Background: an optimization exercise with open tools, aiming at small area, a short achievable clock period and few clock cycles per item. Do not read the settings as production practice.
Function was checked by simulation only, so behaviour that the tests miss may differ from the original.
Power figures rest on the tool's default switching activity, not on a simulated workload.

## vertex_fetch_index_cache
module vertex_fetch_index_cache (
  input  logic         clk_i,
  input  logic         rst_ni,
  input  logic         psel,
  input  logic         penable,
  input  logic         pwrite,
  input  logic [3:0]   paddr,
  input  logic [31:0]  pwdata,
  output logic [31:0]  prdata,
  output logic         pready,
  input  logic         s_axis_tvalid,
  output logic         s_axis_tready,
  input  logic [159:0] s_axis_tdata,
  input  logic         s_axis_tuser,
  input  logic         s_axis_tlast,
  output logic         m_axis_tvalid,
  input  logic         m_axis_tready,
  output logic [87:0]  m_axis_tdata,
  output logic         m_axis_tuser,
  output logic         m_axis_tlast
);
export LEC_CHECK = 0
export CAP_MARGIN = 20
export CORE_MARGIN = 2
export CORE_UTILIZATION = 40
export CTS_CLUSTER_DIAMETER = 100
export CTS_CLUSTER_SIZE = 30
export SLEW_MARGIN = 20
create_clock -name core_clock -period 9.5 [get_ports {clk_i}]
standard.sh (not shown) runs the stock make flow with config.mk's settings and CLKGATE_MAP_FILE= SYNTH_SCRIPT=/design/flow/synth_recipe.tcl, a recipe that flattens the netlist after the stock synthesis.
==> flow/flow/run.sh <==
#!/bin/bash
# The standard layout (the standard.sh, standard synthesis unchanged), with
# two layout knobs: repair_timing aims for a larger setup margin, and the port
# buffers are plain buffers instead of the delay cells buffer_ports picks.
# Constraints (clock period, I/O delays, loads) are the standard flow's, untouched.
set -euo pipefail
bash standard.sh \
  SETUP_SLACK_MARGIN=${MARGIN:-5.7} \
  "BUFFER_PORTS_ARGS=-buffer_cell sky130_fd_sc_hd__buf_2" \
  finish > make_finish.log 2>&1
The first run passed the timing, DRC and antenna checks.
Testbench counts at the start, summed over its fixed seeds: cycles 64,530, vertices 22,812.
Change:
--- a/flow/flow/run.sh
+++ b/flow/flow/run.sh
@@ -8 +8 @@
-  SETUP_SLACK_MARGIN=${MARGIN:-5.7} \
+  SETUP_SLACK_MARGIN=${MARGIN:-5.8} \
- CTS_CLUSTER_DIAMETER: 100 -> unset
- CTS_CLUSTER_SIZE: 30 -> unset
=>
- The new run went through all stages and came out clean
- utilization rises by 2.1 points
- die area is unchanged
- non-clock buffer count goes up by 38
- count of clock-buffer cells in the layout grows by 333
- total power increases by 8.8%
Change:
- CORE_UTILIZATION: 40 -> 55
- CTS_CLUSTER_DIAMETER: unset -> 100
- CTS_CLUSTER_SIZE: unset -> 30
Effect: Routed wire length increases by 0.69%; sequential share of layout area increases by 3.0 points; hold slack gains 0.082 ns.
Change:
- CORE_UTILIZATION: 55 -> 40
- TNS_END_PERCENT: unset -> 20
Clock skew came out higher by 0.055 ns; cell count came out higher by roughly a tenth; total power came out lower slightly; global-route usage came out lower by 10 points; worst setup slack loses 0.039 ns; critical path depth came out lower by 6; clock-buffer cell count came out lower by 13; worst hold slack loses 0.0038 ns; cell area came out higher slightly.

* * *

vertex_fetch_index_cache, a different RTL version from the one above (not shown whole).
Size: roughly 4300 flip-flops, about 330 I/O pins.
Design vertex_fetch_index_cache, start of the top module:
module vertex_fetch_index_cache (
  input  logic         clk_i,
  input  logic         rst_ni,
  input  logic         psel,
  input  logic         penable,
  input  logic         pwrite,
  input  logic [3:0]   paddr,
  input  logic [31:0]  pwdata,
  output logic [31:0]  prdata,
  output logic         pready,
  input  logic         s_axis_tvalid,
  output logic         s_axis_tready,
  input  logic [159:0] s_axis_tdata,
  input  logic         s_axis_tuser,
  input  logic         s_axis_tlast,
  output logic         m_axis_tvalid,
  input  logic         m_axis_tready,
  output logic [87:0]  m_axis_tdata,
  output logic         m_axis_tuser,
  output logic         m_axis_tlast
);
clock: 9.5 ns
lec_check: 0
cap_margin: 20
core_margin: 2
core_utilization: 40
cts_cluster_diameter: 100
cts_cluster_size: 30
slew_margin: 20
==> flow/flow/run.sh <==
#!/bin/bash
# The standard layout (the standard.sh, standard synthesis unchanged), with
# two layout knobs: repair_timing aims for a larger setup margin, and the port
# buffers are plain buffers instead of the delay cells buffer_ports picks.
# Constraints (clock period, I/O delays, loads) are the standard flow's, untouched.
set -euo pipefail
bash standard.sh \
  SETUP_SLACK_MARGIN=${MARGIN:-6.1} \
  "BUFFER_PORTS_ARGS=-buffer_cell sky130_fd_sc_hd__buf_2" \
  finish > make_finish.log 2>&1
The starting point completed with no timing, DRC or antenna violations.
Testbench counts at the start, summed over its fixed seeds: cycles 64,562, vertices 22,812.
Next try:
--- a/flow/flow/run.sh
+++ b/flow/flow/run.sh
@@ -7,3 +7,3 @@
 bash standard.sh \
-  SETUP_SLACK_MARGIN=${MARGIN:-6.1} \
+  SETUP_SLACK_MARGIN=${MARGIN:-5.8} \
   "BUFFER_PORTS_ARGS=-buffer_cell sky130_fd_sc_hd__buf_2" \
Outcome: Routed wire length falls by 1.3%; total power falls by 2.8%; sequential cell count does not change; clock power hardly moves; critical path depth rises by 17; utilization falls by 0.69 points; clock skew rises by 5.9 ps; count of clock-buffer cells in the layout rises by 2; maximum frequency barely changes.

* * *

## job 101
vertex_fetch_index_cache with an RTL version that a note above also has.
Size in the first run: about 12000 cells after synthesis, ~180000 µm² of cells after synthesis.
export LEC_CHECK = 0
export CAP_MARGIN = 20
export CORE_MARGIN = 2
export CORE_UTILIZATION = 40
export CTS_CLUSTER_DIAMETER = 100
export CTS_CLUSTER_SIZE = 30
export SLEW_MARGIN = 20
create_clock -name core_clock -period 9.5 [get_ports {clk_i}]
==> flow/flow/run.sh <==
#!/bin/bash
# The standard layout (the standard.sh, standard synthesis unchanged), with
# two layout knobs: repair_timing aims for a larger setup margin, and the port
# buffers are plain buffers instead of the delay cells buffer_ports picks.
# Constraints (clock period, I/O delays, loads) are the standard flow's, untouched.
set -euo pipefail
bash standard.sh \
  SETUP_SLACK_MARGIN=${MARGIN:-5.9} \
  "BUFFER_PORTS_ARGS=-buffer_cell sky130_fd_sc_hd__buf_2" \
  finish > make_finish.log 2>&1
Per the final summary, job 101 finished and its layout is clean on timing, DRC and antenna.
Testbench counts of job 101, summed over its fixed seeds: cycles 64,530, vertices 22,812.
Changes in job 102 relative to job 101:
diff --git a/flow/flow/run.sh b/flow/flow/run.sh
--- a/flow/flow/run.sh
+++ b/flow/flow/run.sh
@@ -6,5 +6,5 @@
 set -euo pipefail
 bash standard.sh \
-  SETUP_SLACK_MARGIN=${MARGIN:-5.9} \
+  SETUP_SLACK_MARGIN=${MARGIN:-5.8} \
   "BUFFER_PORTS_ARGS=-buffer_cell sky130_fd_sc_hd__buf_2" \
   finish > make_finish.log 2>&1
Re global-route usage over all layers: job 102 is 2.6 points down on job 101. Between job 101 and job 102, the number of hold buffers added after CTS does not differ in any meaningful way. Total power of job 102 is lower than that of job 101. Run comparison: job 101 slowest cell on the critical path nor2_4; job 102 slowest cell on the critical path o41a_1. Job 102 — core utilization 0.91 points lower, job 101 as reference.

[afterwards: timing with drivers on the ports]
No port has a modelled driver above. Below, the same layouts with a new extraction and two added sets of constraints.
Step 1 assumes that a clkbuf_16 drives the clock port and a buf_2 every other input.
Step 2 adds t to the input delays and takes it off the output delays; t is the mean of the earliest and latest rising clock arrival at the registers after step 1. Input paths then give back, and output paths get back, about the clock's delay inside the block.
a / b / c = ideal / step 1 / step 2; a / b = the first two.
run | t, ns | setup WS [ns] | slew at the worst register clock pin (ns) | worst slew at a driven data input, ns
the first run of note 1 | 1.034 | 5.675 / 5.675 / 4.794 | 0.12 / 0.12 | 0.10
the second run of note 1 | 1.081 | 5.764 / 5.705 / 4.810 | 0.08 / 0.08 | 0.11
the third run of note 1 | 1.022 | 5.711 / 5.711 / 4.864 | 0.12 / 0.12 | 0.11
the fourth run of note 1 | 1.022 | 5.671 / 5.671 / 4.749 | 0.12 / 0.12 | 0.11
the first run of note 2 | 1.054 | 5.793 / 5.668 / 5.074 | 0.12 / 0.12 | 0.12
the second run of note 2 | 1.050 | 5.802 / 5.786 / 4.944 | 0.12 / 0.12 | 0.07
job 101 | 1.039 | 5.780 / 5.780 / 4.832 | 0.12 / 0.12 | 0.15
job 102 | 1.009 | 5.765 / 5.742 / 4.840 | 0.12 / 0.12 | 0.10
After both steps every run listed still meets setup and hold. For the second run of note 1, which loses most, drivers alone change the setup slack by -0.059 ns; drivers and shift together by -0.954 ns.
